Background: an optimization exercise with open tools, aiming at small area, a short achievable clock period and few clock cycles. Do not read the settings as production practice. The RTL was checked by simulation tests, not by an equivalence proof against the original design. Power is estimated from default activity; no workload was simulated.

==> design/flow/config.mk <==
export PLATFORM = sky130hd
export DESIGN_NAME = accel_top
export DESIGN_NICKNAME = accel_top
export VERILOG_FILES = /design/flow/design.v
export SDC_FILE = /design/flow/constraint.sdc
export NUM_CORES = 4
export LEC_CHECK = 0
export CAP_MARGIN = 20
export CORE_MARGIN = 2
export CORE_UTILIZATION = 40
export CTS_BUF_LIST = sky130_fd_sc_hd__clkbuf_16
export CTS_CLUSTER_DIAMETER = 80
export CTS_CLUSTER_SIZE = 32
export PLACE_DENSITY = 0.6
export SLEW_MARGIN = 20
==> design/flow/design.v <==
module pp_tree (
  input  logic [15:0] a,
  input  logic [15:0] b,
  output logic [57:0] t
);
  logic pp1;
  logic pp2;
  logic pp3;
  logic pp4;
  logic pp5;
  logic pp6;
  logic pp7;
  logic pp8;
  logic pp9;
  logic pp10;
  logic pp11;
  logic pp12;
  logic pp13;
  logic pp14;
  logic pp15;
  logic pp16;
  logic pp17;
  logic pp18;
  logic pp19;
  logic pp20;
  logic pp21;
  logic pp22;
  logic pp23;
  logic pp24;
  logic pp25;
  logic pp26;
  logic pp27;
  logic pp28;
  logic pp29;
  logic pp30;
  logic pp31;
  logic pp32;
  logic pp33;
  logic pp34;
  logic pp35;
  logic pp36;
  logic pp37;
  logic pp38;
  logic pp39;
  logic pp40;
  logic pp41;
  logic pp42;
  logic pp43;
  logic pp44;
  logic pp45;
  logic pp46;
  logic pp47;
  logic pp48;
  logic pp49;
  logic pp50;
  logic pp51;
  logic pp52;
  logic pp53;
  logic pp54;
  logic pp55;
  logic pp56;
  logic pp57;
  logic pp58;
  logic pp59;
  logic pp60;
  logic pp61;
  logic pp62;
  logic pp63;
  logic pp64;
  logic pp65;
  logic pp66;
  logic pp67;
  logic pp68;
  logic pp69;
  logic pp70;
  logic pp71;
  logic pp72;
  logic pp73;
  logic pp74;
  logic pp75;
  logic pp76;
  logic pp77;
  logic pp78;
  logic pp79;
  logic pp80;
  logic pp81;
  logic pp82;
  logic pp83;
  logic pp84;
  logic pp85;
  logic pp86;
  logic pp87;
  logic pp88;
  logic pp89;
  logic pp90;
  logic pp91;
  logic pp92;
  logic pp93;
  logic pp94;
  logic pp95;
  logic pp96;
  logic pp97;
  logic pp98;
  logic pp99;
  logic pp100;
  logic pp101;
  logic pp102;
  logic pp103;
  logic pp104;
  logic pp105;
  logic pp106;
  logic pp107;
  logic pp108;
  logic pp109;
  logic pp110;
  logic pp111;
  logic pp112;
  logic pp113;
  logic pp114;
  logic pp115;
  logic pp116;
  logic pp117;
  logic pp118;
  logic pp119;
  logic pp120;
  logic pp121;
  logic pp122;
  logic pp123;
  logic pp124;
  logic pp125;
  logic pp126;
  logic pp127;
  logic pp128;
  logic s129;
  logic c130;
  logic s131;
  logic c132;
  logic s133;
  logic c134;
  logic s135;
  logic c136;
  logic s137;
  logic c138;
  logic s139;
  logic c140;
  logic s141;
  logic c142;
  logic s143;
  logic c144;
  logic s145;
  logic c146;
  logic s147;
  logic c148;
  logic s149;
  logic c150;
  logic s151;
  logic c152;
  logic s153;
  logic c154;
  logic s155;
  logic c156;
  logic s157;
  logic c158;
  logic s159;
  logic c160;
  logic s161;
  logic c162;
  logic s163;
  logic c164;
  logic s165;
  logic c166;
  logic s167;
  logic c168;
  logic s169;
  logic c170;
  logic s171;
  logic c172;
  logic s173;
  logic c174;
  logic s175;
  logic c176;
  logic s177;
  logic c178;
  logic s179;
  logic c180;
  logic s181;
  logic c182;
  logic s183;
  logic c184;
  logic s185;
  logic c186;
  logic s187;
  logic c188;
  logic s189;
  logic c190;
  logic s191;
  logic c192;
  logic s193;
  logic c194;
  logic s195;
  logic c196;
  logic s197;
  logic c198;
  logic s199;
  logic c200;
  logic s201;
  logic c202;
  logic s203;
  logic c204;
  logic s205;
  logic c206;
  logic s207;
  logic c208;
  logic s209;
  logic c210;
  logic s211;
  logic c212;
  logic s213;
  logic c214;
  logic s215;
  logic c216;
  logic s217;
  logic c218;
  logic s219;
  logic c220;
  logic s221;
  logic c222;
  logic s223;
  logic c224;
  logic s225;
  logic c226;
  logic s227;
  logic c228;
  logic s229;
  logic c230;
  logic s231;
  logic c232;
  logic s233;
  logic c234;
  logic s235;
  logic c236;
  logic s237;
  logic c238;
  logic s239;
  logic c240;
  logic s241;
  logic c242;
  logic s243;
  logic c244;
  logic s245;
  logic c246;
  logic s247;
  logic c248;
  logic s249;
  logic c250;
  logic s251;
  logic c252;
  logic s253;
  logic c254;
  logic s255;
  logic c256;
  logic s257;
  logic c258;
  logic s259;
  logic c260;
  logic s261;
  logic c262;
  logic s263;
  logic c264;
  logic s265;
  logic c266;
  logic s267;
  logic c268;
  logic s269;
  logic c270;
  logic s271;
  logic c272;
  logic s273;
  logic c274;
  logic s275;
  logic c276;
  logic s277;
  logic c278;
  logic s279;
  logic c280;
  logic s281;
  logic c282;
  assign pp1 = a[0] & b[0];
  assign pp2 = a[0] & b[1];
  assign pp3 = a[0] & b[2];
  assign pp4 = a[0] & b[3];
  assign pp5 = a[0] & b[4];
  assign pp6 = a[0] & b[5];
  assign pp7 = a[0] & b[6];
  assign pp8 = a[0] & b[7];
  assign pp9 = a[1] & b[0];
  assign pp10 = a[1] & b[1];
  assign pp11 = a[1] & b[2];
  assign pp12 = a[1] & b[3];
  assign pp13 = a[1] & b[4];
  assign pp14 = a[1] & b[5];
  assign pp15 = a[1] & b[6];
  assign pp16 = a[1] & b[7];
  assign pp17 = a[2] & b[0];
  assign pp18 = a[2] & b[1];
  assign pp19 = a[2] & b[2];
  assign pp20 = a[2] & b[3];
  assign pp21 = a[2] & b[4];
  assign pp22 = a[2] & b[5];
  assign pp23 = a[2] & b[6];
  assign pp24 = a[2] & b[7];
  assign pp25 = a[3] & b[0];
  assign pp26 = a[3] & b[1];
  assign pp27 = a[3] & b[2];
  assign pp28 = a[3] & b[3];
  assign pp29 = a[3] & b[4];
  assign pp30 = a[3] & b[5];
  assign pp31 = a[3] & b[6];
  assign pp32 = a[3] & b[7];
  assign pp33 = a[4] & b[0];
  assign pp34 = a[4] & b[1];
  assign pp35 = a[4] & b[2];
  assign pp36 = a[4] & b[3];
  assign pp37 = a[4] & b[4];
  assign pp38 = a[4] & b[5];
  assign pp39 = a[4] & b[6];
  assign pp40 = a[4] & b[7];
  assign pp41 = a[5] & b[0];
  assign pp42 = a[5] & b[1];
  assign pp43 = a[5] & b[2];
  assign pp44 = a[5] & b[3];
  assign pp45 = a[5] & b[4];
  assign pp46 = a[5] & b[5];
  assign pp47 = a[5] & b[6];
  assign pp48 = a[5] & b[7];
  assign pp49 = a[6] & b[0];
  assign pp50 = a[6] & b[1];
  assign pp51 = a[6] & b[2];
  assign pp52 = a[6] & b[3];
  assign pp53 = a[6] & b[4];
  assign pp54 = a[6] & b[5];
  assign pp55 = a[6] & b[6];
  assign pp56 = a[6] & b[7];
  assign pp57 = a[7] & b[0];
  assign pp58 = a[7] & b[1];
  assign pp59 = a[7] & b[2];
  assign pp60 = a[7] & b[3];
  assign pp61 = a[7] & b[4];
  assign pp62 = a[7] & b[5];
  assign pp63 = a[7] & b[6];
  assign pp64 = a[7] & b[7];
  assign pp65 = a[8] & b[8];
  assign pp66 = a[8] & b[9];
  assign pp67 = a[8] & b[10];
  assign pp68 = a[8] & b[11];
  assign pp69 = a[8] & b[12];
  assign pp70 = a[8] & b[13];
  assign pp71 = a[8] & b[14];
  assign pp72 = a[8] & b[15];
  assign pp73 = a[9] & b[8];
  assign pp74 = a[9] & b[9];
  assign pp75 = a[9] & b[10];
  assign pp76 = a[9] & b[11];
  assign pp77 = a[9] & b[12];
  assign pp78 = a[9] & b[13];
  assign pp79 = a[9] & b[14];
  assign pp80 = a[9] & b[15];
  assign pp81 = a[10] & b[8];
  assign pp82 = a[10] & b[9];
  assign pp83 = a[10] & b[10];
  assign pp84 = a[10] & b[11];
  assign pp85 = a[10] & b[12];
  assign pp86 = a[10] & b[13];
  assign pp87 = a[10] & b[14];
  assign pp88 = a[10] & b[15];
  assign pp89 = a[11] & b[8];
  assign pp90 = a[11] & b[9];
  assign pp91 = a[11] & b[10];
  assign pp92 = a[11] & b[11];
  assign pp93 = a[11] & b[12];
  assign pp94 = a[11] & b[13];
  assign pp95 = a[11] & b[14];
  assign pp96 = a[11] & b[15];
  assign pp97 = a[12] & b[8];
  assign pp98 = a[12] & b[9];
  assign pp99 = a[12] & b[10];
  assign pp100 = a[12] & b[11];
  assign pp101 = a[12] & b[12];
  assign pp102 = a[12] & b[13];
  assign pp103 = a[12] & b[14];
  assign pp104 = a[12] & b[15];
  assign pp105 = a[13] & b[8];
  assign pp106 = a[13] & b[9];
  assign pp107 = a[13] & b[10];
  assign pp108 = a[13] & b[11];
  assign pp109 = a[13] & b[12];
  assign pp110 = a[13] & b[13];
  assign pp111 = a[13] & b[14];
  assign pp112 = a[13] & b[15];
  assign pp113 = a[14] & b[8];
  assign pp114 = a[14] & b[9];
  assign pp115 = a[14] & b[10];
  assign pp116 = a[14] & b[11];
  assign pp117 = a[14] & b[12];
  assign pp118 = a[14] & b[13];
  assign pp119 = a[14] & b[14];
  assign pp120 = a[14] & b[15];
  assign pp121 = a[15] & b[8];
  assign pp122 = a[15] & b[9];
  assign pp123 = a[15] & b[10];
  assign pp124 = a[15] & b[11];
  assign pp125 = a[15] & b[12];
  assign pp126 = a[15] & b[13];
  assign pp127 = a[15] & b[14];
  assign pp128 = a[15] & b[15];
  assign s129 = pp7 ^ pp14;
  assign c130 = pp7 & pp14;
  assign s131 = pp8 ^ pp15 ^ pp22;
  assign c132 = (pp8 & pp15) | (pp8 & pp22) | (pp15 & pp22);
  assign s133 = pp29 ^ pp36 ^ pp43;
  assign c134 = (pp29 & pp36) | (pp29 & pp43) | (pp36 & pp43);
  assign s135 = pp16 ^ pp23 ^ pp30;
  assign c136 = (pp16 & pp23) | (pp16 & pp30) | (pp23 & pp30);
  assign s137 = pp37 ^ pp44;
  assign c138 = pp37 & pp44;
  assign s139 = pp24 ^ pp31;
  assign c140 = pp24 & pp31;
  assign s141 = pp5 ^ pp12;
  assign c142 = pp5 & pp12;
  assign s143 = pp6 ^ pp13 ^ pp20;
  assign c144 = (pp6 & pp13) | (pp6 & pp20) | (pp13 & pp20);
  assign s145 = pp27 ^ pp34 ^ pp41;
  assign c146 = (pp27 & pp34) | (pp27 & pp41) | (pp34 & pp41);
  assign s147 = s129 ^ pp21 ^ pp28;
  assign c148 = (s129 & pp21) | (s129 & pp28) | (pp21 & pp28);
  assign s149 = pp35 ^ pp42 ^ pp49;
  assign c150 = (pp35 & pp42) | (pp35 & pp49) | (pp42 & pp49);
  assign s151 = pp71 ^ pp78 ^ pp85;
  assign c152 = (pp71 & pp78) | (pp71 & pp85) | (pp78 & pp85);
  assign s153 = s131 ^ s133 ^ pp50;
  assign c154 = (s131 & s133) | (s131 & pp50) | (s133 & pp50);
  assign s155 = pp57 ^ pp72 ^ pp79;
  assign c156 = (pp57 & pp72) | (pp57 & pp79) | (pp72 & pp79);
  assign s157 = pp86 ^ pp93 ^ pp100;
  assign c158 = (pp86 & pp93) | (pp86 & pp100) | (pp93 & pp100);
  assign s159 = pp107 ^ pp114;
  assign c160 = pp107 & pp114;
  assign s161 = s135 ^ s137 ^ pp51;
  assign c162 = (s135 & s137) | (s135 & pp51) | (s137 & pp51);
  assign s163 = pp58 ^ pp80 ^ pp87;
  assign c164 = (pp58 & pp80) | (pp58 & pp87) | (pp80 & pp87);
  assign s165 = pp94 ^ pp101 ^ pp108;
  assign c166 = (pp94 & pp101) | (pp94 & pp108) | (pp101 & pp108);
  assign s167 = pp115 ^ pp122 ^ c132;
  assign c168 = (pp115 & pp122) | (pp115 & c132) | (pp122 & c132);
  assign s169 = s139 ^ pp38 ^ pp45;
  assign c170 = (s139 & pp38) | (s139 & pp45) | (pp38 & pp45);
  assign s171 = pp52 ^ pp59 ^ pp88;
  assign c172 = (pp52 & pp59) | (pp52 & pp88) | (pp59 & pp88);
  assign s173 = pp95 ^ pp102 ^ pp109;
  assign c174 = (pp95 & pp102) | (pp95 & pp109) | (pp102 & pp109);
  assign s175 = pp116 ^ pp123 ^ c136;
  assign c176 = (pp116 & pp123) | (pp116 & c136) | (pp123 & c136);
  assign s177 = pp32 ^ pp39 ^ pp46;
  assign c178 = (pp32 & pp39) | (pp32 & pp46) | (pp39 & pp46);
  assign s179 = pp53 ^ pp60 ^ pp96;
  assign c180 = (pp53 & pp60) | (pp53 & pp96) | (pp60 & pp96);
  assign s181 = pp103 ^ pp110 ^ pp117;
  assign c182 = (pp103 & pp110) | (pp103 & pp117) | (pp110 & pp117);
  assign s183 = pp40 ^ pp47 ^ pp54;
  assign c184 = (pp40 & pp47) | (pp40 & pp54) | (pp47 & pp54);
  assign s185 = pp4 ^ pp11 ^ pp18;
  assign c186 = (pp4 & pp11) | (pp4 & pp18) | (pp11 & pp18);
  assign s187 = s141 ^ pp19 ^ pp26;
  assign c188 = (s141 & pp19) | (s141 & pp26) | (pp19 & pp26);
  assign s189 = pp33 ^ pp69 ^ pp76;
  assign c190 = (pp33 & pp69) | (pp33 & pp76) | (pp69 & pp76);
  assign s191 = s143 ^ s145 ^ pp70;
  assign c192 = (s143 & s145) | (s143 & pp70) | (s145 & pp70);
  assign s193 = pp77 ^ pp84 ^ pp91;
  assign c194 = (pp77 & pp84) | (pp77 & pp91) | (pp84 & pp91);
  assign s195 = pp98 ^ pp105;
  assign c196 = pp98 & pp105;
  assign s197 = s147 ^ s149 ^ s151;
  assign c198 = (s147 & s149) | (s147 & s151) | (s149 & s151);
  assign s199 = pp92 ^ pp99 ^ pp106;
  assign c200 = (pp92 & pp99) | (pp92 & pp106) | (pp99 & pp106);
  assign s201 = pp113 ^ c144 ^ c146;
  assign c202 = (pp113 & c144) | (pp113 & c146) | (c144 & c146);
  assign s203 = s153 ^ s155 ^ s157;
  assign c204 = (s153 & s155) | (s153 & s157) | (s155 & s157);
  assign s205 = s159 ^ pp121 ^ c130;
  assign c206 = (s159 & pp121) | (s159 & c130) | (pp121 & c130);
  assign s207 = c148 ^ c150 ^ c152;
  assign c208 = (c148 & c150) | (c148 & c152) | (c150 & c152);
  assign s209 = s161 ^ s163 ^ s165;
  assign c210 = (s161 & s163) | (s161 & s165) | (s163 & s165);
  assign s211 = s167 ^ c134 ^ c154;
  assign c212 = (s167 & c134) | (s167 & c154) | (c134 & c154);
  assign s213 = c156 ^ c158 ^ c160;
  assign c214 = (c156 & c158) | (c156 & c160) | (c158 & c160);
  assign s215 = s169 ^ s171 ^ s173;
  assign c216 = (s169 & s171) | (s169 & s173) | (s171 & s173);
  assign s217 = s175 ^ c138 ^ c162;
  assign c218 = (s175 & c138) | (s175 & c162) | (c138 & c162);
  assign s219 = c164 ^ c166 ^ c168;
  assign c220 = (c164 & c166) | (c164 & c168) | (c166 & c168);
  assign s221 = s177 ^ s179 ^ s181;
  assign c222 = (s177 & s179) | (s177 & s181) | (s179 & s181);
  assign s223 = pp124 ^ c140 ^ c170;
  assign c224 = (pp124 & c140) | (pp124 & c170) | (c140 & c170);
  assign s225 = c172 ^ c174 ^ c176;
  assign c226 = (c172 & c174) | (c172 & c176) | (c174 & c176);
  assign s227 = s183 ^ pp61 ^ pp104;
  assign c228 = (s183 & pp61) | (s183 & pp104) | (pp61 & pp104);
  assign s229 = pp111 ^ pp118 ^ pp125;
  assign c230 = (pp111 & pp118) | (pp111 & pp125) | (pp118 & pp125);
  assign s231 = c178 ^ c180 ^ c182;
  assign c232 = (c178 & c180) | (c178 & c182) | (c180 & c182);
  assign s233 = pp48 ^ pp55 ^ pp62;
  assign c234 = (pp48 & pp55) | (pp48 & pp62) | (pp55 & pp62);
  assign s235 = pp112 ^ pp119 ^ pp126;
  assign c236 = (pp112 & pp119) | (pp112 & pp126) | (pp119 & pp126);
  assign s237 = pp3 ^ pp10 ^ pp17;
  assign c238 = (pp3 & pp10) | (pp3 & pp17) | (pp10 & pp17);
  assign s239 = s185 ^ pp25 ^ pp68;
  assign c240 = (s185 & pp25) | (s185 & pp68) | (pp25 & pp68);
  assign s241 = pp75 ^ pp82;
  assign c242 = pp75 & pp82;
  assign s243 = s187 ^ s189 ^ pp83;
  assign c244 = (s187 & s189) | (s187 & pp83) | (s189 & pp83);
  assign s245 = pp90 ^ pp97 ^ c186;
  assign c246 = (pp90 & pp97) | (pp90 & c186) | (pp97 & c186);
  assign s247 = s191 ^ s193 ^ s195;
  assign c248 = (s191 & s193) | (s191 & s195) | (s193 & s195);
  assign s249 = c142 ^ c188 ^ c190;
  assign c250 = (c142 & c188) | (c142 & c190) | (c188 & c190);
  assign s251 = s197 ^ s199 ^ s201;
  assign c252 = (s197 & s199) | (s197 & s201) | (s199 & s201);
  assign s253 = c192 ^ c194 ^ c196;
  assign c254 = (c192 & c194) | (c192 & c196) | (c194 & c196);
  assign s255 = s203 ^ s205 ^ s207;
  assign c256 = (s203 & s205) | (s203 & s207) | (s205 & s207);
  assign s257 = c198 ^ c200 ^ c202;
  assign c258 = (c198 & c200) | (c198 & c202) | (c200 & c202);
  assign s259 = s209 ^ s211 ^ s213;
  assign c260 = (s209 & s211) | (s209 & s213) | (s211 & s213);
  assign s261 = c204 ^ c206 ^ c208;
  assign c262 = (c204 & c206) | (c204 & c208) | (c206 & c208);
  assign s263 = s215 ^ s217 ^ s219;
  assign c264 = (s215 & s217) | (s215 & s219) | (s217 & s219);
  assign s265 = c210 ^ c212 ^ c214;
  assign c266 = (c210 & c212) | (c210 & c214) | (c212 & c214);
  assign s267 = s221 ^ s223 ^ s225;
  assign c268 = (s221 & s223) | (s221 & s225) | (s223 & s225);
  assign s269 = c216 ^ c218 ^ c220;
  assign c270 = (c216 & c218) | (c216 & c220) | (c218 & c220);
  assign s271 = s227 ^ s229 ^ s231;
  assign c272 = (s227 & s229) | (s227 & s231) | (s229 & s231);
  assign s273 = c222 ^ c224 ^ c226;
  assign c274 = (c222 & c224) | (c222 & c226) | (c224 & c226);
  assign s275 = s233 ^ s235 ^ c184;
  assign c276 = (s233 & s235) | (s233 & c184) | (s235 & c184);
  assign s277 = c228 ^ c230 ^ c232;
  assign c278 = (c228 & c230) | (c228 & c232) | (c230 & c232);
  assign s279 = pp56 ^ pp63 ^ pp120;
  assign c280 = (pp56 & pp63) | (pp56 & pp120) | (pp63 & pp120);
  assign s281 = pp127 ^ c234 ^ c236;
  assign c282 = (pp127 & c234) | (pp127 & c236) | (c234 & c236);
  assign t[0] = pp1;   
  assign t[1] = pp65;   
  assign t[2] = pp2;   
  assign t[3] = pp9;   
  assign t[4] = pp66;   
  assign t[5] = pp73;   
  assign t[6] = s237;   
  assign t[7] = pp67;   
  assign t[8] = pp74;   
  assign t[9] = pp81;   
  assign t[10] = s239;   
  assign t[11] = s241;   
  assign t[12] = pp89;   
  assign t[13] = c238;   
  assign t[14] = s243;   
  assign t[15] = s245;   
  assign t[16] = c240;   
  assign t[17] = c242;   
  assign t[18] = s247;   
  assign t[19] = s249;   
  assign t[20] = c244;   
  assign t[21] = c246;   
  assign t[22] = s251;   
  assign t[23] = s253;   
  assign t[24] = c248;   
  assign t[25] = c250;   
  assign t[26] = s255;   
  assign t[27] = s257;   
  assign t[28] = c252;   
  assign t[29] = c254;   
  assign t[30] = s259;   
  assign t[31] = s261;   
  assign t[32] = c256;   
  assign t[33] = c258;   
  assign t[34] = s263;   
  assign t[35] = s265;   
  assign t[36] = c260;   
  assign t[37] = c262;   
  assign t[38] = s267;   
  assign t[39] = s269;   
  assign t[40] = c264;   
  assign t[41] = c266;   
  assign t[42] = s271;   
  assign t[43] = s273;   
  assign t[44] = c268;   
  assign t[45] = c270;   
  assign t[46] = s275;   
  assign t[47] = s277;   
  assign t[48] = c272;   
  assign t[49] = c274;   
  assign t[50] = s279;   
  assign t[51] = s281;   
  assign t[52] = c276;   
  assign t[53] = c278;   
  assign t[54] = pp64;   
  assign t[55] = pp128;   
  assign t[56] = c280;   
  assign t[57] = c282;   
endmodule
module acc_tree (
  input  logic [57:0] t,
  input  logic [17:0] x,
  input  logic [17:0] y,
  output logic [17:0] u,
  output logic [17:0] v
);
  logic s1;
  logic c2;
  logic s3;
  logic c4;
  logic s5;
  logic c6;
  logic s7;
  logic c8;
  logic s9;
  logic c10;
  logic s11;
  logic c12;
  logic s13;
  logic c14;
  logic s15;
  logic c16;
  logic s17;
  logic c18;
  logic s19;
  logic c20;
  logic s21;
  logic c22;
  logic s23;
  logic c24;
  logic s25;
  logic c26;
  logic s27;
  logic c28;
  logic s29;
  logic c30;
  logic s31;
  logic c32;
  logic s33;
  logic c34;
  logic s35;
  logic c36;
  logic s37;
  logic c38;
  logic s39;
  logic c40;
  logic s41;
  logic c42;
  logic s43;
  logic c44;
  logic s45;
  logic c46;
  logic s47;
  logic c48;
  logic s49;
  logic c50;
  logic s51;
  logic c52;
  logic s53;
  logic c54;
  logic s55;
  logic c56;
  logic s57;
  logic c58;
  logic s59;
  logic c60;
  logic s61;
  logic c62;
  logic s63;
  logic c64;
  logic s65;
  logic c66;
  logic s67;
  logic c68;
  logic s69;
  logic c70;
  logic s71;
  logic c72;
  logic s73;
  logic c74;
  logic s75;
  logic c76;
  logic s77;
  logic c78;
  logic s79;
  logic c80;
  logic s81;
  logic c82;
  logic s83;
  logic c84;
  logic s85;
  logic c86;
  logic s87;
  logic c88;
  logic s89;
  logic c90;
  logic s91;
  logic c92;
  logic s93;
  logic c94;
  logic s95;
  logic c96;
  logic s97;
  logic c98;
  logic s99;
  logic c100;
  logic s101;
  logic c102;
  logic s103;
  logic c104;
  logic s105;
  logic c106;
  logic s107;
  logic c108;
  logic s109;
  logic c110;
  logic s111;
  logic c112;
  logic s113;
  logic c114;
  logic s115;
  logic c116;
  logic s117;
  logic c118;
  logic s119;
  logic c120;
  logic s121;
  logic c122;
  assign s1 = t[2] ^ t[3] ^ t[4];
  assign c2 = (t[2] & t[3]) | (t[2] & t[4]) | (t[3] & t[4]);
  assign s3 = t[6] ^ t[7] ^ t[8];
  assign c4 = (t[6] & t[7]) | (t[6] & t[8]) | (t[7] & t[8]);
  assign s5 = t[9] ^ x[2];
  assign c6 = t[9] & x[2];
  assign s7 = t[10] ^ t[11] ^ t[12];
  assign c8 = (t[10] & t[11]) | (t[10] & t[12]) | (t[11] & t[12]);
  assign s9 = t[13] ^ x[3] ^ y[3];
  assign c10 = (t[13] & x[3]) | (t[13] & y[3]) | (x[3] & y[3]);
  assign s11 = t[14] ^ t[15] ^ t[16];
  assign c12 = (t[14] & t[15]) | (t[14] & t[16]) | (t[15] & t[16]);
  assign s13 = t[17] ^ x[4] ^ y[4];
  assign c14 = (t[17] & x[4]) | (t[17] & y[4]) | (x[4] & y[4]);
  assign s15 = t[18] ^ t[19] ^ t[20];
  assign c16 = (t[18] & t[19]) | (t[18] & t[20]) | (t[19] & t[20]);
  assign s17 = t[21] ^ x[5] ^ y[5];
  assign c18 = (t[21] & x[5]) | (t[21] & y[5]) | (x[5] & y[5]);
  assign s19 = t[22] ^ t[23] ^ t[24];
  assign c20 = (t[22] & t[23]) | (t[22] & t[24]) | (t[23] & t[24]);
  assign s21 = t[25] ^ x[6] ^ y[6];
  assign c22 = (t[25] & x[6]) | (t[25] & y[6]) | (x[6] & y[6]);
  assign s23 = t[26] ^ t[27] ^ t[28];
  assign c24 = (t[26] & t[27]) | (t[26] & t[28]) | (t[27] & t[28]);
  assign s25 = t[29] ^ x[7] ^ y[7];
  assign c26 = (t[29] & x[7]) | (t[29] & y[7]) | (x[7] & y[7]);
  assign s27 = t[30] ^ t[31] ^ t[32];
  assign c28 = (t[30] & t[31]) | (t[30] & t[32]) | (t[31] & t[32]);
  assign s29 = t[33] ^ x[8] ^ y[8];
  assign c30 = (t[33] & x[8]) | (t[33] & y[8]) | (x[8] & y[8]);
  assign s31 = t[34] ^ t[35] ^ t[36];
  assign c32 = (t[34] & t[35]) | (t[34] & t[36]) | (t[35] & t[36]);
  assign s33 = t[37] ^ x[9] ^ y[9];
  assign c34 = (t[37] & x[9]) | (t[37] & y[9]) | (x[9] & y[9]);
  assign s35 = t[38] ^ t[39] ^ t[40];
  assign c36 = (t[38] & t[39]) | (t[38] & t[40]) | (t[39] & t[40]);
  assign s37 = t[41] ^ x[10] ^ y[10];
  assign c38 = (t[41] & x[10]) | (t[41] & y[10]) | (x[10] & y[10]);
  assign s39 = t[42] ^ t[43] ^ t[44];
  assign c40 = (t[42] & t[43]) | (t[42] & t[44]) | (t[43] & t[44]);
  assign s41 = t[45] ^ x[11] ^ y[11];
  assign c42 = (t[45] & x[11]) | (t[45] & y[11]) | (x[11] & y[11]);
  assign s43 = t[46] ^ t[47] ^ t[48];
  assign c44 = (t[46] & t[47]) | (t[46] & t[48]) | (t[47] & t[48]);
  assign s45 = t[49] ^ x[12] ^ y[12];
  assign c46 = (t[49] & x[12]) | (t[49] & y[12]) | (x[12] & y[12]);
  assign s47 = t[50] ^ t[51] ^ t[52];
  assign c48 = (t[50] & t[51]) | (t[50] & t[52]) | (t[51] & t[52]);
  assign s49 = t[53] ^ x[13] ^ y[13];
  assign c50 = (t[53] & x[13]) | (t[53] & y[13]) | (x[13] & y[13]);
  assign s51 = t[54] ^ t[55] ^ t[56];
  assign c52 = (t[54] & t[55]) | (t[54] & t[56]) | (t[55] & t[56]);
  assign s53 = t[57] ^ x[14] ^ y[14];
  assign c54 = (t[57] & x[14]) | (t[57] & y[14]) | (x[14] & y[14]);
  assign s55 = t[0] ^ t[1];
  assign c56 = t[0] & t[1];
  assign s57 = s1 ^ t[5] ^ x[1];
  assign c58 = (s1 & t[5]) | (s1 & x[1]) | (t[5] & x[1]);
  assign s59 = s3 ^ s5 ^ y[2];
  assign c60 = (s3 & s5) | (s3 & y[2]) | (s5 & y[2]);
  assign s61 = s7 ^ s9 ^ c4;
  assign c62 = (s7 & s9) | (s7 & c4) | (s9 & c4);
  assign s63 = s11 ^ s13 ^ c8;
  assign c64 = (s11 & s13) | (s11 & c8) | (s13 & c8);
  assign s65 = s15 ^ s17 ^ c12;
  assign c66 = (s15 & s17) | (s15 & c12) | (s17 & c12);
  assign s67 = s19 ^ s21 ^ c16;
  assign c68 = (s19 & s21) | (s19 & c16) | (s21 & c16);
  assign s69 = s23 ^ s25 ^ c20;
  assign c70 = (s23 & s25) | (s23 & c20) | (s25 & c20);
  assign s71 = s27 ^ s29 ^ c24;
  assign c72 = (s27 & s29) | (s27 & c24) | (s29 & c24);
  assign s73 = s31 ^ s33 ^ c28;
  assign c74 = (s31 & s33) | (s31 & c28) | (s33 & c28);
  assign s75 = s35 ^ s37 ^ c32;
  assign c76 = (s35 & s37) | (s35 & c32) | (s37 & c32);
  assign s77 = s39 ^ s41 ^ c36;
  assign c78 = (s39 & s41) | (s39 & c36) | (s41 & c36);
  assign s79 = s43 ^ s45 ^ c40;
  assign c80 = (s43 & s45) | (s43 & c40) | (s45 & c40);
  assign s81 = s47 ^ s49 ^ c44;
  assign c82 = (s47 & s49) | (s47 & c44) | (s49 & c44);
  assign s83 = s51 ^ s53 ^ c48;
  assign c84 = (s51 & s53) | (s51 & c48) | (s53 & c48);
  assign s85 = x[15] ^ y[15] ^ c52;
  assign c86 = (x[15] & y[15]) | (x[15] & c52) | (y[15] & c52);
  assign s87 = s55 ^ x[0];
  assign c88 = s55 & x[0];
  assign s89 = s57 ^ y[1] ^ c56;
  assign c90 = (s57 & y[1]) | (s57 & c56) | (y[1] & c56);
  assign s91 = s59 ^ c2 ^ c58;
  assign c92 = (s59 & c2) | (s59 & c58) | (c2 & c58);
  assign s93 = s61 ^ c6 ^ c60;
  assign c94 = (s61 & c6) | (s61 & c60) | (c6 & c60);
  assign s95 = s63 ^ c10 ^ c62;
  assign c96 = (s63 & c10) | (s63 & c62) | (c10 & c62);
  assign s97 = s65 ^ c14 ^ c64;
  assign c98 = (s65 & c14) | (s65 & c64) | (c14 & c64);
  assign s99 = s67 ^ c18 ^ c66;
  assign c100 = (s67 & c18) | (s67 & c66) | (c18 & c66);
  assign s101 = s69 ^ c22 ^ c68;
  assign c102 = (s69 & c22) | (s69 & c68) | (c22 & c68);
  assign s103 = s71 ^ c26 ^ c70;
  assign c104 = (s71 & c26) | (s71 & c70) | (c26 & c70);
  assign s105 = s73 ^ c30 ^ c72;
  assign c106 = (s73 & c30) | (s73 & c72) | (c30 & c72);
  assign s107 = s75 ^ c34 ^ c74;
  assign c108 = (s75 & c34) | (s75 & c74) | (c34 & c74);
  assign s109 = s77 ^ c38 ^ c76;
  assign c110 = (s77 & c38) | (s77 & c76) | (c38 & c76);
  assign s111 = s79 ^ c42 ^ c78;
  assign c112 = (s79 & c42) | (s79 & c78) | (c42 & c78);
  assign s113 = s81 ^ c46 ^ c80;
  assign c114 = (s81 & c46) | (s81 & c80) | (c46 & c80);
  assign s115 = s83 ^ c50 ^ c82;
  assign c116 = (s83 & c50) | (s83 & c82) | (c50 & c82);
  assign s117 = s85 ^ c54 ^ c84;
  assign c118 = (s85 & c54) | (s85 & c84) | (c54 & c84);
  assign s119 = x[16] ^ y[16] ^ c86;
  assign c120 = (x[16] & y[16]) | (x[16] & c86) | (y[16] & c86);
  assign s121 = x[17] ^ y[17];
  assign c122 = x[17] & y[17];
  assign u[0] = s87;
  assign u[1] = s89;
  assign u[2] = s91;
  assign u[3] = s93;
  assign u[4] = s95;
  assign u[5] = s97;
  assign u[6] = s99;
  assign u[7] = s101;
  assign u[8] = s103;
  assign u[9] = s105;
  assign u[10] = s107;
  assign u[11] = s109;
  assign u[12] = s111;
  assign u[13] = s113;
  assign u[14] = s115;
  assign u[15] = s117;
  assign u[16] = s119;
  assign u[17] = s121;
  assign v[0] = y[0];
  assign v[1] = c88;
  assign v[2] = c90;
  assign v[3] = c92;
  assign v[4] = c94;
  assign v[5] = c96;
  assign v[6] = c98;
  assign v[7] = c100;
  assign v[8] = c102;
  assign v[9] = c104;
  assign v[10] = c106;
  assign v[11] = c108;
  assign v[12] = c110;
  assign v[13] = c112;
  assign v[14] = c114;
  assign v[15] = c116;
  assign v[16] = c118;
  assign v[17] = c120;
endmodule
module accel_top #(
  parameter int ARRAY_N = 4
) (
  input  logic        clk,
  input  logic        arst_n,
  input  logic        psel,
  input  logic        penable,
  input  logic        pwrite,
  input  logic [11:0] paddr,
  input  logic [31:0] pwdata,
  output logic [31:0] prdata,
  output logic        pready,
  output logic        pslverr,
  output logic        interrupt,
  output logic        busy
);
  localparam int CELLS  = ARRAY_N * ARRAY_N;
  localparam int T_BITS = 58;
  logic       setup;
  logic       clear;             
  logic       in_buf;
  logic       hit_ctrl, hit_status, hit_a, hit_b;
  logic       ro_bits;
  logic       dec_err;
  logic [3:0] pidx;
  logic       rd_c, rd_status, rd_ctrl, rd_other;
  assign setup      = psel && !penable;
  assign in_buf     = (paddr[1:0] == 2'b00) && (paddr[7:6] == 2'b00);
  assign hit_ctrl   = (paddr == 12'h000);
  assign hit_status = (paddr == 12'h004);
  assign hit_a      = in_buf && (paddr[11:8] == 4'h1);
  assign hit_b      = in_buf && (paddr[11:8] == 4'h2);
  assign ro_bits    = |{pwdata[31:2], pwdata[0]};
  assign pidx       = paddr[5:2];
  always_comb begin
    if (pwrite) begin
      dec_err = !(hit_ctrl || hit_status || hit_a || hit_b) || (hit_status && ro_bits) ||
                ((hit_a || hit_b) && busy);
    end else begin
      dec_err = !(hit_ctrl || hit_status || hit_a || hit_b || (in_buf && paddr[11:8] == 4'h3));
    end
  end
  assign rd_c      = setup && !pwrite && (paddr[11:8] == 4'h3) &&
                     (paddr[7:6] == 2'b00) && (paddr[1:0] == 2'b00);
  assign rd_status = setup && !pwrite && hit_status;
  assign rd_ctrl   = setup && !pwrite && hit_ctrl;
  assign rd_other  = setup && !rd_c;
  logic       wr_a_q, wr_b_q, wr_ctrl_q, start_q, clr_q, err_q;
  logic [3:0] idx_q;
  logic       start;
  logic       cvalid;
  logic       irq_en, irq_en_n;
  logic       done, done_n;
  logic       interrupt_q;
  assign start    = start_q && !busy;
  assign irq_en_n = wr_ctrl_q ? pwdata[1] : irq_en;
  assign done_n   = busy || (done && !clr_q);
  always_ff @(posedge clk or negedge arst_n) begin
    if (!arst_n) begin
      wr_a_q      <= 1'b0;
      wr_b_q      <= 1'b0;
      wr_ctrl_q   <= 1'b0;
      start_q     <= 1'b0;
      clr_q       <= 1'b0;
      err_q       <= 1'b0;
      idx_q       <= '0;
      busy        <= 1'b0;
      done        <= 1'b0;
      irq_en      <= 1'b0;
      interrupt_q <= 1'b0;
      cvalid      <= 1'b0;
    end else begin
      wr_a_q      <= setup && pwrite && hit_a && !busy;
      wr_b_q      <= setup && pwrite && hit_b && !busy;
      wr_ctrl_q   <= setup && pwrite && hit_ctrl;
      start_q     <= setup && pwrite && hit_ctrl && pwdata[0];
      clr_q       <= setup && pwrite && hit_status && !ro_bits && pwdata[1];
      err_q       <= setup && dec_err;
      if (setup) begin
        idx_q <= pidx;
      end
      busy        <= start;
      done        <= done_n;
      irq_en      <= irq_en_n;
      interrupt_q <= done_n && irq_en_n;
      if (start) begin
        cvalid <= 1'b1;
      end
    end
  end
  assign interrupt = interrupt_q;
  logic [7:0] a_buf [CELLS];
  logic [7:0] b_buf [CELLS];
  logic [7:0] a_run [CELLS];
  logic [7:0] b_run [CELLS];
  always_ff @(posedge clk or negedge arst_n) begin
    if (!arst_n) begin
      clear <= 1'b1;
    end else begin
      clear <= 1'b0;
    end
  end
  always_ff @(posedge clk) begin
    for (int n = 0; n < CELLS; n++) begin
      if (clear || (wr_a_q && idx_q == 4'(n))) begin
        a_buf[n] <= clear ? 8'd0 : pwdata[7:0];
      end
      if (clear || (wr_b_q && idx_q == 4'(n))) begin
        b_buf[n] <= clear ? 8'd0 : pwdata[7:0];
      end
    end
  end
  always_ff @(posedge clk) begin
    if (start) begin
      for (int n = 0; n < CELLS; n++) begin
        a_run[n] <= a_buf[n];
        b_run[n] <= b_buf[n];
      end
    end
  end
  logic [3:0]  e_idx;             
  logic        e_ph;              
  logic        e_go;              
  logic [3:0]  base;              
  logic [3:0]  op_idx, t_idx, acc_idx, res_idx;
  logic        op_ph, t_ph, acc_ph;
  logic        op_v, t_v, acc_v, res_v;
  logic [15:0] a_sel, b_sel;
  logic [15:0] op_a, op_b;
  logic [T_BITS-1:0] t_d, t_q;
  logic [17:0] acc_x, acc_y, acc_u, acc_v_row;
  logic [17:0] acc_xin, acc_yin;
  logic [17:0] sum;
  logic [23:0] rdata_q;
  logic        acc_done;
  logic        in_flight;
  logic        c_first;           
  logic        c_pend, c_hit, c_pend_n, c_hit_n, pready_q;
  logic        res_v_n;
  logic [3:0]  res_idx_n;
  logic [3:0]  e_off;
  for (genvar l = 0; l < 2; l++) begin : g_sel
    assign a_sel[l*8 +: 8] = a_run[e_idx[3:2] * ARRAY_N + 2 * e_ph + l];
    assign b_sel[l*8 +: 8] = b_run[(2 * e_ph + l) * ARRAY_N + e_idx[1:0]];
  end
  pp_tree  u_pp  (.a(op_a), .b(op_b), .t(t_d));
  acc_tree u_acc (.t(t_q), .x(acc_xin), .y(acc_yin), .u(acc_u), .v(acc_v_row));
  assign acc_xin = t_ph ? acc_x : 18'd0;
  assign acc_yin = t_ph ? acc_y : 18'd0;
  assign sum     = acc_x + acc_y;
  always_ff @(posedge clk) begin
    op_a  <= a_sel;
    op_b  <= b_sel;
    t_q   <= t_d;
    acc_x <= acc_u;
    acc_y <= acc_v_row;
  end
  assign acc_done = acc_v && acc_ph;
  assign e_off = e_idx - base;
  assign e_go  = e_ph || (e_off < 4'd3);
  assign in_flight = (res_v && res_idx == idx_q) || (e_go && e_idx == idx_q) ||
                     (op_v && op_ph && op_idx == idx_q) || (t_v && t_ph && t_idx == idx_q) ||
                     (acc_v && acc_ph && acc_idx == idx_q);
  always_ff @(posedge clk or negedge arst_n) begin
    if (!arst_n) begin
      e_idx   <= '0;
      e_ph    <= 1'b0;
      base    <= '0;
      op_idx  <= '0;
      t_idx   <= '0;
      acc_idx <= '0;
      op_ph   <= 1'b0;
      t_ph    <= 1'b0;
      acc_ph  <= 1'b0;
      op_v    <= 1'b0;
      t_v     <= 1'b0;
      acc_v   <= 1'b0;
    end else begin
      op_idx  <= e_idx;
      op_ph   <= e_ph;
      t_idx   <= op_idx;
      t_ph    <= op_ph;
      acc_idx <= t_idx;
      acc_ph  <= t_ph;
      op_v    <= e_go && !start;
      t_v     <= op_v && !start;
      acc_v   <= t_v && !start;
      if (start) begin
        e_idx <= '0;
        e_ph  <= 1'b0;
        base  <= '0;
      end else if (c_first && !in_flight) begin
        e_idx <= idx_q;
        e_ph  <= 1'b0;
        base  <= idx_q;
      end else begin
        if (c_first) begin
          base <= idx_q + 4'd1;
        end
        if (e_go) begin
          e_ph <= !e_ph;
          if (e_ph) begin
            e_idx <= e_idx + 4'd1;
          end
        end
      end
    end
  end
  assign c_pend_n  = rd_c || (c_pend && !c_hit);
  assign res_v_n   = !start && !rd_other && (acc_done || res_v);
  assign res_idx_n = acc_done ? acc_idx : res_idx;
  assign c_hit_n   = (acc_done || res_v) &&
                     ((rd_c && res_idx_n == pidx) || (c_pend && !c_hit && res_idx_n == idx_q));
  always_ff @(posedge clk or negedge arst_n) begin
    if (!arst_n) begin
      res_v    <= 1'b0;
      res_idx  <= '0;
      c_first  <= 1'b0;
      c_pend   <= 1'b0;
      c_hit    <= 1'b0;
      pready_q <= 1'b0;
    end else begin
      res_v    <= res_v_n;
      res_idx  <= res_idx_n;
      c_first  <= rd_c;
      c_pend   <= c_pend_n;
      c_hit    <= c_hit_n;
      pready_q <= !c_pend_n || c_hit_n;
    end
  end
  always_ff @(posedge clk) begin
    if (rd_other) begin
      rdata_q <= {22'd0, (rd_status && done_n) || (rd_ctrl && irq_en_n), rd_status && start};
    end else if (acc_done) begin
      rdata_q <= cvalid ? {6'd0, sum} : 24'd0;
    end
  end
  assign pready  = pready_q;
  assign pslverr = err_q;
  assign prdata  = {8'd0, rdata_q};
endmodule
==> design/flow/standard.sh <==
#!/bin/bash
# synth_recipe.tcl (not shown) runs the flow's synth.tcl, then flattens the netlist and writes it again
# the make line also repeats each setting of config.mk as NAME=value (left out here)
make -C /OpenROAD-flow-scripts/flow DESIGN_CONFIG=/design/flow/config.mk WORK_HOME=/design/flow/orfs CLKGATE_MAP_FILE= SYNTH_SCRIPT=/design/flow/synth_recipe.tcl "${@:-finish}"
==> design/flow/flow/run.sh <==
#!/bin/bash
# layout flow: the standard flow, with timing repair asked for 6.9 ns of setup slack so
# that it keeps improving the achieved period beyond the 10 ns clock, and with plain
# buffers (rather than delay cells) on the ports
set -euo pipefail
bash standard.sh SETUP_SLACK_MARGIN=6.9 \
  "BUFFER_PORTS_ARGS=-buffer_cell sky130_fd_sc_hd__buf_2" finish > standard.log 2>&1
==> design/flow/constraint.sdc <==
create_clock -name core_clock -period 10.0 [get_ports {clk}]
set_input_delay 2.0000 -clock core_clock [delete_from_list [all_inputs] [get_ports {clk}]]
set_output_delay 2.0000 -clock core_clock [all_outputs]
set_load 0.01 [all_outputs]
==> results of run 1 <==
-- routing by layer --
| metal | track usage [%] | wire (µm) | vias up | part of all wire, % |
|---|---|---|---|---|
| li1 | - | - | 6324 | - |
| met1 | 22.3 | 25400 | 7327 | 45 |
| met2 | 26.8 | 27700 | 326 | 49 |
| met3 | 1.80 | 2670 | 70 | 4.7 |
| met4 | 3.26 | 1150 | 0 | 2.0 |
| met5 | 0 | 0 | - | 0 |
-- cell usage after synthesis, drive strengths merged (13+ instances only) --
| cell type | instances |
|---|---|
| edfxtp | 514 |
| dfxtp | 141 |
| and2 | 137 |
| fa | 129 |
| inv | 94 |
| nand2 | 81 |
| dfrtp | 51 |
| a22oi | 46 |
| ha | 37 |
| buf | 36 |
| nor2 | 36 |
| clkbuf | 34 |
| a21oi | 32 |
| a22o | 29 |
| xnor2 | 29 |
| o21bai | 28 |
| nand3 | 27 |
| a221oi | 20 |
| mux2 | 18 |
| o21ai | 17 |
| mux2i | 14 |
| nor3 | 13 |
| xor2 | 13 |
-- metrics by stage --
stage	power [W]	instance area (µm²)	utilization [%]
CTS	0.00901	30600	44.4
global route	0.00959	30700	44.5
finish	0.00888	30700	44.5
detailed placement	0.00747	29400	42.6
floorplan	0.00635	28100	-
global placement	0.00738	29400	42.6
-- report_power, final --
group / leakage [nW] / switching, W / internal [W]
sequential: 6.81 / 0.000379 / 0.00359
combinational: 4.10 / 0.00192 / 0.00144
clock: 0.537 / 0.000932 / 0.000620
-- registers in the layout, indices dropped and copies added (netlist names), 4 cells and up --
register and flops:
a_buf 128, a_run 128, b_buf 128, b_run 128
t_q 58, acc_x 18, prdata 18, acc_y 17
op_a 16, op_b 16, acc_idx 4, base 4
e_idx 4, idx_q 4, op_idx 4, res_idx 4
t_idx 4
-- logic make-up after synthesis --
logic type	share of synthesized area, %
fa+ha+maj	10.9
mux	2.22
xor+xnor	1.32
buf+inv	2.55
flops	69.9
other cells	0.0134
simple gates	6.53
compound gates	6.54
-- area by class of cell --
type | instances | share of cell area [%]
clock inverter | 25 | 0.864
multi-input combinational | 852 | 25.5
clock buffer | 31 | 2.53
inverter | 95 | 1.19
sequential | 707 | 63.8
tap | 931 | 3.79
timing repair buffer | 101 | 2.34
-- repair_timing --
item,4_1_cts,5_1_grt
setup buffers,9,2
setup endpoints to repair,42,47
hold buffers,0,0
gates resized for setup,34,9
pin swaps,0,1
gates cloned,0,2
-- worst paths after layout --
check / start / end / depth (start not counted)
worst max-delay path: busy / busy / 1
worst min-delay path: a_buf[14][5] / a_run[14][5] / 0
worst max register to register: e_idx[0] / base[2] / 11
worst min register to register: a_buf[14][5] / a_run[14][5] / 0
max in group asynchronous: arst_n / e_idx[2] / 2
min in group asynchronous: arst_n / err_q / 2
==> impl_metrics.yaml, run 1 <==
placement:
  gp_congestion: 0.815
  dp_cells: 2673
  dp_hpwl_um: 36500
  port_buffers: 70
  post-place-ws_ns: 5.89
global_routing:
  overflow: 0
  grt_pass1_wl_um: 86700
  antenna_found_initial: 2
  grt_pass1_vias: 14472
  grt_max_degree: 110
  grt_util_all_layers_pct: 15.8
clock_tree:
  insertion_delay_ns: 0.65
  clk_path_buf_depth: 3
  clk_pin_slew_ns: 0.12
  cts_tree: "yes"
  cts-root-buf: "clkbuf_16"
  cts.sinks: 707
  cts_made_buffers: 30
  cts.htree.levels: 1
final_layout:
  syn_to_final_growth_pct: 9.82
  final_common_cell: "edfxtp_1"
  multi_input_area_um2: 7840
  fillCellCount: 6039
  final_nets: 2002
  final_cell_mix: "514 x edfxtp_1, 137 x and2_1, 129 x fa_1, 125 x dfxtp_1, 104 x inv_1"
  stdcell_count: 2742
  final-seq-area_um2: 19600
  diodes: 0
  drive_gt1_share_pct: 12.9
die:
  die_width_um: 268
  core-area_um2: 68900
  fp.dieH_um: 268
  start_util_pct: 40.6
  io_pins: 85
  rows: 96
  dieArea_um2: 72000
route:
  drc: 0
  drtAntennaViolNets: 0
  wirelength_um: 57000
  vias: 14047
  drt_first_pass_iters: 5
  vias_per_cell: 5.12
  wl_per_cell_um: 20.8
  drt_iter0_markers: 1228
setup_path:
  worstPathArrival_ns: 1.20
  criticalPathCategory: "reg -> out"
  slowest_delay_ns: 0.43
  crit_chain: "buf_2"
  ff2ff_setup_slack_ns: 7.06
  cp.required_ns: 8.00
  critPathCaptureType: "output port"
  crit_fanout: 4
  path_buf_inv: 1
  cp-start-kind: "flop"
  slowest_stage: "dfrtp_1"
  critPathTopFamily: "flip-flops"
yosys:
  synth_flop_cell: "edfxtp_1"
  synth_cell_types: 74
  synth_top_area_share_pct: 55.2
  netlist_area_um2: 28000
  ys_async_sr_fraction_pct: 7.36
  postSynthAreaPerCell_um2: 16.4
  synthTopCellsByArea: "edfxtp_1 55%, dfxtp_1 10%, fa_1 9.2%"
  yosysTopAreaCell: "edfxtp_1"
  ys.warnings.count: 5
  synthCells: 1708
  synth_edf_count: 514
  ys_ff_latch: 707
  yosysSeqAreaShare_pct: 69.9
sta:
  fin_worst_skew_ns: 0.0543
  setup-tns-final_ns: 0
  rsz0062_at_grt: "true"
  fmax_ghz: 0.312
  whs_ns: 0.384
  setup_violations: 0
  worstMarginPinSlew_ns: 1.17
  drv_slew: 0
  setup_ws_ns: 6.80
  period_share_pct: 32.0
  finalHoldViolCount: 0
  post-route-min-period_ns: 3.20
  max_slew_margin_pct: 21.9
pwr:
  power_per_cell_area_nw_per_um2: 289
  cellLeakagePower_nw: 11.5
  vdd_ir_drop_max_v: 0.000180
flow_run:
  max_cap_viol_count: 0
min_path:
  hold_class: "reg -> reg"
status:
  status: "finished clean"
Testbench counts, summed over its fixed seeds: cycles 6,656.
==> run 2, diff against run 1 <==
==> design/flow/flow/run.sh (replaced) <==
#!/bin/bash
# layout flow: the standard flow, with timing repair asked for 6.6 ns of setup slack so
# that it keeps improving the achieved period beyond the 10 ns clock, and with plain
# buffers (rather than delay cells) on the ports
set -euo pipefail
bash standard.sh SETUP_SLACK_MARGIN=6.6 \
  "BUFFER_PORTS_ARGS=-buffer_cell sky130_fd_sc_hd__buf_2" finish > standard.log 2>&1
==> run 2 against run 1 <==
Effect of this change: highest routed layer is now met5; critical path type is now in -> reg; via count decreased by 1.2%; sequential share of layout area is 0.73 points higher; still clean on timing, DRC and antenna; critical endpoint is now prdata[1]; die area unchanged; setup slack lost 0.036 ns; critical path depth is 5 higher.
==> impl_metrics.yaml, run 2 <==
yosys:
  yosysSeqAreaShare_pct: 69.9
  synth_edf_count: 514
  synthCells: 1708
  yosysTopAreaCell: "edfxtp_1"
  synthTopCellsByCount: "514 x edfxtp_1, 141 x dfxtp_1, 137 x and2_1"
  synth_top_area_share_pct: 55.2
  synthTopCellsByArea: "edfxtp_1 55%, dfxtp_1 10%, fa_1 9.2%"
  synth_cell_types: 74
  ys_async_sr_fraction_pct: 7.36
  ys_ff_latch: 707
  ys.warnings.count: 5
  netlist_area_um2: 28000
  postSynthAreaPerCell_um2: 16.4
  synth_flop_cell: "edfxtp_1"
  synth_most_common_cell: "edfxtp_1"
route:
  vias_per_cell: 5.11
  drc: 0
  drt_first_pass_iters: 6
  drtAntennaViolNets: 0
  wirelength_um: 55700
  drt_iter0_markers: 1281
  vias: 13885
  wl_per_cell_um: 20.5
final_layout:
  drive_gt1_share_pct: 11.1
  final_nets: 1987
  final_common_cell: "edfxtp_1"
  stdcell_count: 2716
  postLayoutCellArea_um2: 30300
  syn_to_final_growth_pct: 8.46
  diodes: 0
  final_cell_mix: "514 x edfxtp_1, 141 x dfxtp_1, 137 x and2_1, 129 x fa_1, 95 x inv_1"
clock_tree:
  cts-root-buf: "clkbuf_16"
  cts.sinks: 707
  cts_made_buffers: 30
  cts_tree: "yes"
  clk_pin_slew_ns: 0.11
  cts.htree.levels: 1
  clk_path_buf_depth: 3
  insertion_delay_ns: 0.62
  cts_setup_buffers: 0
flow_run:
  max_cap_viol_count: 0
placement:
  placed_area_um2: 29400
  dp_cells: 2671
  gp_congestion: 0.822
  dp_hpwl_um: 36500
  port_buffers: 70
setup_path:
  slowest_stage: "or4_4"
  slowest_delay_ns: 0.54
  crit_fanout: 17
  worst_r2r_startpoint: "e_idx[0]"
  worstPathArrival_ns: 3.58
  cp-startpoint: "paddr[7]"
  criticalPathCategory: "in -> reg"
  critPathCaptureType: "flop"
  cp.required_ns: 10.34
  crit_chain: "buf_2 -> or4_4 -> nor3_4 -> a21oi_2 -> a21oi_4 -> inv_1"
  cp-start-kind: "primary input"
global_routing:
  antenna_found_initial: 1
  grt_util_all_layers_pct: 15.8
  grt_pass1_vias: 14633
  grt_max_degree: 196
  grt_pass1_wl_um: 86400
  overflow: 0
sta:
  whs_ns: 0.394
  period_share_pct: 32.4
  drv_slew: 0
  setup-tns-final_ns: 0
  max_slew_margin_pct: 15.6
  finalHoldViolCount: 0
  post-route-min-period_ns: 3.24
  setup_violations: 0
  fin_worst_skew_ns: 0.0321
  fmax_ghz: 0.309
  rsz0062_at_grt: "false"
  worstMarginPinSlew_ns: 1.27
pwr:
  power_per_cell_area_nw_per_um2: 291
  vdd_ir_drop_max_v: 0.000156
  cellLeakagePower_nw: 11.3
min_path:
  hold_class: "reg -> reg"
  worstHoldStart: "op_idx[0]"
die:
  fp.dieH_um: 268
  dieArea_um2: 72000
  rows: 96
  start_util_pct: 40.6
  core-area_um2: 68900
  io_pins: 85
  die_width_um: 268
status:
  status: "finished clean"
==> run 2: cell counts after synthesis <==
No cell type changed its count.
==> run 2: stage by stage <==
stage | util (%) | setup WS (ns) | total power (W)
floorplan | - | 6.53 | 0.00635
global placement | 42.6 | 5.98 | 0.00738
detailed placement | 42.6 | 5.93 | 0.00746
CTS | 44.0 | 6.78 | 0.00897
global route | 44.0 | 6.63 | 0.00961
finish | 44.0 | 6.76 | 0.00884
==> run 2: layout make-up <==
cell class | instances | area (µm²)
fill | 6098 | 38600
sequential | 707 | 19600
multi-input combinational | 850 | 7790
tap | 931 | 1160
clock buffer | 31 | 776
timing repair buffer | 88 | 485
inverter | 95 | 369
clock inverter | 14 | 188
==> run 2: critical path, delay by kind of cell <==
family | cells | cell delay, ns
simple gates | 2 | 0.70
buf+inv | 2 | 0.25
compound gates | 2 | 0.63
==> run 2: cell families after synthesis <==
| logic type | after synthesis | synth area share, % |
|---|---|---|
| muxes | 44 | 2.22 |
| DFF | 707 | 69.9 |
| and+or+nand+nor | 340 | 6.53 |
| adders and majority gates | 166 | 10.9 |
| xor gates and xnor gates | 42 | 1.32 |
| other | 1 | 0.0134 |
| buffers and inverters | 165 | 2.55 |
| AOI/OAI and AO/OA | 243 | 6.54 |
==> run 2: worst paths after layout <==
| check | endpoint | cells after the start | slack, ns |
|---|---|---|---|
| worst max register to register | base[2] | 11 | 6.81 |
| min in group asynchronous | c_pend | 2 | 1.48 |
| worst min register to register | t_idx[0] | 0 | 0.39 |
| worst max-delay path | prdata[1] | 6 | 6.76 |
| max in group asynchronous | e_ph | 2 | 8.03 |
| worst min-delay path | t_idx[0] | 0 | 0.39 |
==> run 2: power breakdown <==
part	switching, W	internal [W]
logic	0.00192	0.00143
registers	0.000372	0.00359
clock network	0.000922	0.000602
total	0.00321	0.00563
==> run 2: what timing repair did <==
item | 4_1_cts | 5_1_grt
endpoints found under the setup margin | 1 | 0
hold buffers | 0 | 0
gates resized for setup | 1 | 0
==> run 2: per-layer routing <==
metal	track usage [%]	wire length, µm
met4	3.17	1050
met3	2.15	2690
met2	27.4	27300
met1	21.3	24600
met5	0	13
==> run 3, diff against run 2 <==
==> design/flow/flow/run.sh (replaced) <==
#!/bin/bash
# layout flow: the standard flow, with timing repair asked for 7.0 ns of setup slack so
# that it keeps improving the achieved period beyond the 10 ns clock, and with plain
# buffers (rather than delay cells) on the ports
set -euo pipefail
bash standard.sh SETUP_SLACK_MARGIN=7.0 \
  "BUFFER_PORTS_ARGS=-buffer_cell sky130_fd_sc_hd__buf_2" finish > standard.log 2>&1
==> run 3 against run 2 <==
Effect of this change: still clean; routed wire length increased by 3.0%; power increased by 1.1%; register-to-register slack gained 0.20 ns; setup slack better by 0.048 ns; first-iteration DRC count decreased by 3.6%; combinational power grew 1%; global-route usage is 0.43 points higher; clock-buffer cell count fell by 1.
==> impl_metrics.yaml, run 3 <==
yosys:
  synthCells: 1708
  postSynthAreaPerCell_um2: 16.4
  synthTopCellsByArea: "edfxtp_1 55%, dfxtp_1 10%, fa_1 9.2%"
  synth_most_common_cell: "edfxtp_1"
  ys_ff_latch: 707
  yosysSeqAreaShare_pct: 69.9
  yosysTopAreaCell: "edfxtp_1"
  synth_top_area_share_pct: 55.2
  synthTopCellsByCount: "514 x edfxtp_1, 141 x dfxtp_1, 137 x and2_1"
  ys_async_sr_fraction_pct: 7.36
  synth_cell_types: 74
  ys.warnings.count: 5
  synth_edf_count: 514
  netlist_area_um2: 28000
  synth_flop_cell: "edfxtp_1"
die:
  die_width_um: 268
  core-area_um2: 68900
  start_util_pct: 40.6
  rows: 96
  dieArea_um2: 72000
  fp.dieH_um: 268
  io_pins: 85
global_routing:
  overflow: 0
  grt_max_degree: 115
  grt_pass1_vias: 14866
  grt_util_all_layers_pct: 16.2
  antenna_found_initial: 2
  grt_pass1_wl_um: 88300
sta:
  post-route-min-period_ns: 3.19
  rsz0062_at_grt: "true"
  fmax_ghz: 0.313
  max_slew_margin_pct: 25.6
  fin_worst_skew_ns: 0.0527
  drv_slew: 0
  setup-tns-final_ns: 0
  finalHoldViolCount: 0
  worstMarginPinSlew_ns: 1.11
  period_share_pct: 31.9
  setup_violations: 0
clock_tree:
  clk_pin_slew_ns: 0.12
  cts.htree.levels: 1
  cts_tree: "yes"
  cts-root-buf: "clkbuf_16"
  insertion_delay_ns: 0.66
  cts.sinks: 707
  cts_made_buffers: 30
  clk_path_buf_depth: 3
setup_path:
  criticalPathCategory: "reg -> out"
  path_buf_inv: 1
  crit_chain: "buf_2"
  crit_fanout: 2
  critPathTopFamily: "flip-flops"
  cp.required_ns: 8.00
  cp-start-kind: "flop"
  slowest_delay_ns: 0.41
  worstPathArrival_ns: 1.19
  slowest_stage: "dfrtp_1"
  critPathCaptureType: "output port"
route:
  drt_first_pass_iters: 5
  wirelength_um: 57400
  drc: 0
  drt_iter0_markers: 1235
  drtAntennaViolNets: 0
  wl_per_cell_um: 20.9
  vias: 14135
  vias_per_cell: 5.14
final_layout:
  syn_to_final_growth_pct: 10.3
  final_nets: 2010
  final_common_cell: "edfxtp_1"
  diodes: 0
  drive_gt1_share_pct: 13.6
  final_cell_mix: "514 x edfxtp_1, 137 x and2_1, 129 x fa_1, 123 x dfxtp_1, 105 x inv_1"
placement:
  gp_congestion: 0.819
  port_buffers: 70
  dp_hpwl_um: 36400
min_path:
  hold_class: "reg -> reg"
pwr:
  power_per_cell_area_nw_per_um2: 290
  cellLeakagePower_nw: 11.5
  total_power_w: 0.00894
  vdd_ir_drop_max_v: 0.000187
status:
  status: "finished clean"
flow_run:
  max_cap_viol_count: 0
[run 3: cell counts after synthesis]
No cell type changed its count.
[run 3: repair_timing]
item	CTS	global route
setup endpoints to repair	48	197
gates resized for setup	41	13
setup buffers	14	5
gates cloned	2	1
endpoints found under the hold margin	0	0
hold buffers	0	0
pin swaps	3	5
[run 3: worst paths after layout]
kind | startpoint | endpoint | slack, ns | cells past startpoint
worst max register to register | e_idx[0] | base[2] | 7.01 | 11
worst min-delay path | op_idx[0] | t_idx[0] | 0.39 | 0
min in group asynchronous | arst_n | idx_q[1] | 1.47 | 2
worst max-delay path | busy | busy | 6.81 | 1
worst min register to register | op_idx[0] | t_idx[0] | 0.39 | 0
max in group asynchronous | arst_n | e_idx[0] | 8.04 | 2
[run 3: cell families (layout without fill, tap and decap cells)]
kind of cell             Yosys count  count (layout)  synth area share [%]
XOR/XNOR                          42              42                  1.32
multiplexers                      44              44                  2.22
buffers and inverters            165             259                  2.55
flip-flops                       707             707                  69.9
AO/OA/AOI/OAI                    243             244                  6.54
adder cells (fa/ha/maj)          166             166                  10.9
AND/OR/NAND/NOR                  340             342                  6.53
other                              1              15                0.0134
[run 3: report_power, final]
| group | total (W) | internal [W] | switching [W] |
|---|---|---|---|
| sequential | 0.00397 | 0.00359 | 0.000380 |
| combinational | 0.00340 | 0.00145 | 0.00194 |
| clock | 0.00157 | 0.000631 | 0.000936 |
| total | 0.00894 | 0.00568 | 0.00326 |
[run 3: final cells by class]
cell class              instances  area (µm²)
clock buffers                  30         751
clock inverters                26         289
fillers                      6061       38100
inverters                      95         369
multi-input cells             853        7900
flip-flops and latches        707       19600
well taps                     931        1160
repair buffers                108         791
[run 3: routing by layer]
| layer | vias to the layer above | part of all wire, % | GRT usage [%] |
|---|---|---|---|
| li1 | 6355 | - | - |
| met1 | 7337 | 44 | 22.5 |
| met2 | 360 | 49 | 27.5 |
| met3 | 81 | 4.8 | 1.88 |
| met4 | 2 | 2.3 | 3.62 |
| met5 | - | 0.019 | 0 |
[run 3: metrics by stage]
step                hold slack, ns  cells  util [%]  cell area [µm²]  worst slack [ns]
detailed placement           0.370   2672      42.6            29400              5.92
CTS                          0.388   2744      44.5            30700              6.77
global route                 0.400   2750      44.7            30800              6.75
finish                       0.390   2750      44.7            30800              6.81
global placement             0.366   2672      42.6            29400              6.00
floorplan                    0.352   1722         -            28100              6.53
==> run 4, diff against run 3 <==
==> design/flow/flow/run.sh (replaced) <==
#!/bin/bash
# layout flow: the standard flow, with timing repair asked for 6.8 ns of setup slack so
# that it keeps improving the achieved period beyond the 10 ns clock, and with plain
# buffers (rather than delay cells) on the ports
set -euo pipefail
bash standard.sh SETUP_SLACK_MARGIN=6.8 \
  "BUFFER_PORTS_ARGS=-buffer_cell sky130_fd_sc_hd__buf_2" finish > standard.log 2>&1
==> run 4 against run 3 <==
Effect of this change: via count shrank 1.2%; utilization shrank 0.64 points; flip-flop and latch count is the same; register-to-register slack is essentially flat; still clean; worst hold slack lost 0.0015 ns; sequential power is essentially flat; setup slack gained 0.012 ns; first-iteration DRC count shrank 1.8%; maximum frequency grew 0.39%; largest power group unchanged; critical endpoint is now prdata[0]; routed wire length shrank 0.48%; die area is the same.
==> impl_metrics.yaml, run 4 <==
status:
  status: "finished clean"
yosys:
  postSynthAreaPerCell_um2: 16.4
  synth-simple-area-share_pct: 6.53
  synth_cell_types: 74
  synth_edf_count: 514
  synth_top_area_share_pct: 55.2
  yosysTopAreaCell: "edfxtp_1"
  synth_compound_area_share_pct: 6.54
  synth_most_common_cell: "edfxtp_1"
  synthMuxAreaShare_pct: 2.22
  synthTopCellsByArea: "edfxtp_1 55%, dfxtp_1 10%, fa_1 9.2%"
  synthTopCellsByCount: "514 x edfxtp_1, 141 x dfxtp_1, 137 x and2_1"
  ys_ff_latch: 707
  synth_flop_cell: "edfxtp_1"
  synth_xor_area_share_pct: 1.32
  yosysSeqAreaShare_pct: 69.9
  ys_async_sr_fraction_pct: 7.36
  synthCells: 1708
  synth_top_family_by_area: "adder cells"
  netlist_area_um2: 28000
  synth_fa_ha_area_share_pct: 10.9
  ys.warnings.count: 5
setup_path:
  slowest_delay_ns: 0.41
  criticalPathCategory: "reg -> out"
  slowest_stage: "edfxtp_1"
  critPathTopFamily: "flip-flops"
  worstPathArrival_ns: 1.18
  cp-start-kind: "flop"
  crit_chain: "buf_2"
  cp.required_ns: 8.00
  crit_fanout: 1
  path_buf_inv: 1
  critPathCaptureType: "output port"
route:
  wl_per_cell_um: 21.0
  vias_per_cell: 5.12
  drtAntennaViolNets: 0
  drt_first_pass_iters: 6
  drc: 0
  vias: 13960
  wirelength_um: 57100
  drt_iter0_markers: 1213
global_routing:
  grt_pass1_vias: 14768
  overflow: 0
  grt_pass1_wl_um: 87500
  antenna_found_initial: 1
  grt_util_all_layers_pct: 16.0
  grt_max_degree: 105
die:
  fp.dieH_um: 268
  start_util_pct: 40.6
  core-area_um2: 68900
  die_width_um: 268
  io_pins: 85
  dieArea_um2: 72000
  rows: 96
sta:
  worstMarginPinSlew_ns: 1.09
  fin_worst_skew_ns: 0.0312
  period_share_pct: 31.8
  drv_slew: 0
  post-route-min-period_ns: 3.18
  setup-tns-final_ns: 0
  fmax_ghz: 0.315
  whs_ns: 0.388
  rsz0062_at_grt: "true"
  setup_violations: 0
  finalHoldViolCount: 0
  max_slew_margin_pct: 27.4
final_layout:
  drive_gt1_share_pct: 11.7
  syn_to_final_growth_pct: 8.72
  final-seq-area_um2: 19600
  fillCellCount: 6126
  post-route-util_pct: 44.1
  final_cell_mix: "514 x edfxtp_1, 140 x dfxtp_1, 137 x and2_1, 129 x fa_1, 95 x inv_1"
  final_common_cell: "edfxtp_1"
  final_nets: 1995
  multi_input_area_um2: 7840
  diodes: 0
placement:
  port_buffers: 70
  dp_hpwl_um: 36600
  gp_congestion: 0.847
clock_tree:
  clk_pin_slew_ns: 0.11
  cts-root-buf: "clkbuf_16"
  insertion_delay_ns: 0.63
  clk_path_buf_depth: 3
  cts.sinks: 707
  cts_tree: "yes"
  cts_made_buffers: 29
  cts.htree.levels: 1
pwr:
  vdd_ir_drop_max_v: 0.000158
  power_per_cell_area_nw_per_um2: 290
  cellLeakagePower_nw: 11.3
  total_power_w: 0.00883
min_path:
  hold_class: "reg -> reg"
flow_run:
  max_cap_viol_count: 0
run 4: cell types whose count changed in the layout (fill, tap and decap cells not counted), moves of 3 or more:
| cell | previous run | this run |
|---|---|---|
| clkinv_8 | 5 | 2 |
| buf_4 | 33 | 24 |
| buf_6 | 22 | 0 |
| dfxtp_1 | 123 | 140 |
| inv_1 | 105 | 95 |
| dfxtp_2 | 18 | 1 |
| buf_2 | 51 | 70 |
run 4: report_power, final:
| group | leakage, nW | internal (W) | switching (W) | total [W] |
|---|---|---|---|---|
| Sequential | 6.81 | 0.00359 | 0.000359 | 0.00395 |
| Combinational | 4.06 | 0.00144 | 0.00195 | 0.00339 |
| Clock | 0.458 | 0.000587 | 0.000902 | 0.00149 |
run 4: metal layers:
layer,GRT usage [%],up-vias,share of wire [%]
li1,-,6304,-
met1,22.1,7263,44
met2,26.8,323,48
met3,2.21,70,4.6
met4,4.28,0,2.6
met5,0,-,0
run 4: area by class of cell:
cell class | count | share of cell area, %
Multi-Input combinational cell | 852 | 25.8
Tap cell | 931 | 3.83
Sequential cell | 707 | 64.3
Clock buffer | 29 | 2.39
Inverter | 95 | 1.20
Timing Repair Buffer | 95 | 1.81
Clock inverter | 16 | 0.658
run 4: path summary, 6_finish.rpt:
check / start / end / depth (start not counted) / slack (ns)
hold / removal: op_idx[0] / t_idx[0] / 0 / 0.39
setup / recovery: prdata[0] / prdata[0] / 1 / 6.82
hold reg to reg: op_idx[0] / t_idx[0] / 0 / 0.39
max in group asynchronous: arst_n / e_ph / 2 / 8.03
setup reg to reg: e_idx[0] / base[2] / 11 / 7.02
min in group asynchronous: arst_n / c_pend / 2 / 1.48
run 4: kinds of logic after synthesis:
logic type / Yosys count
xor gates and xnor gates: 42
adders and majority gates: 166
muxes: 44
other: 1
buffers and inverters: 165
AOI/OAI and AO/OA: 243
DFF: 707
and+or+nand+nor: 340
run 4: timing repair:
item                                    in CTS  in global routing
resized for setup                            1                  5
cloned                                       0                  2
endpoints found under the setup margin      21                 28
pin swaps                                    0                  0
buffers inserted                             2                  1
hold buffers                                 0                  0
run 4: per-stage QoR:
stage / cells / setup WS, ns / instance area, µm²
final: 2725 / 6.82 / 30400
after global routing: 2725 / 6.76 / 30400
after CTS: 2722 / 6.77 / 30300
after detailed placement: 2675 / 5.90 / 29400
after global placement: 2674 / 5.95 / 29400
after floorplan: 1722 / 6.53 / 28000

## port drivers added, routing unchanged
In the flow no input, the clock included, has a driving cell. The finished layouts below were timed again as built, in two steps.
Step 1, drivers: a clkbuf_16 drives clk and a buf_2 each remaining input, both assumed.
Step 2 also shifts input and output timing later by t, the mid clock arrival at the registers, as if the neighbouring blocks saw the same clock.
Three values: ideal, step 1, step 2; two values: the first two.
run | t, ns | setup WS [ns]
run 1 | 0.679 | 6.796 / 6.735 / 6.198
run 2 | 0.678 | 6.761 / 6.746 / 6.124
run 3 | 0.693 | 6.808 / 6.750 / 6.251
run 4 | 0.671 | 6.821 / 6.762 / 6.207
After both steps setup and hold are still met in every run listed.
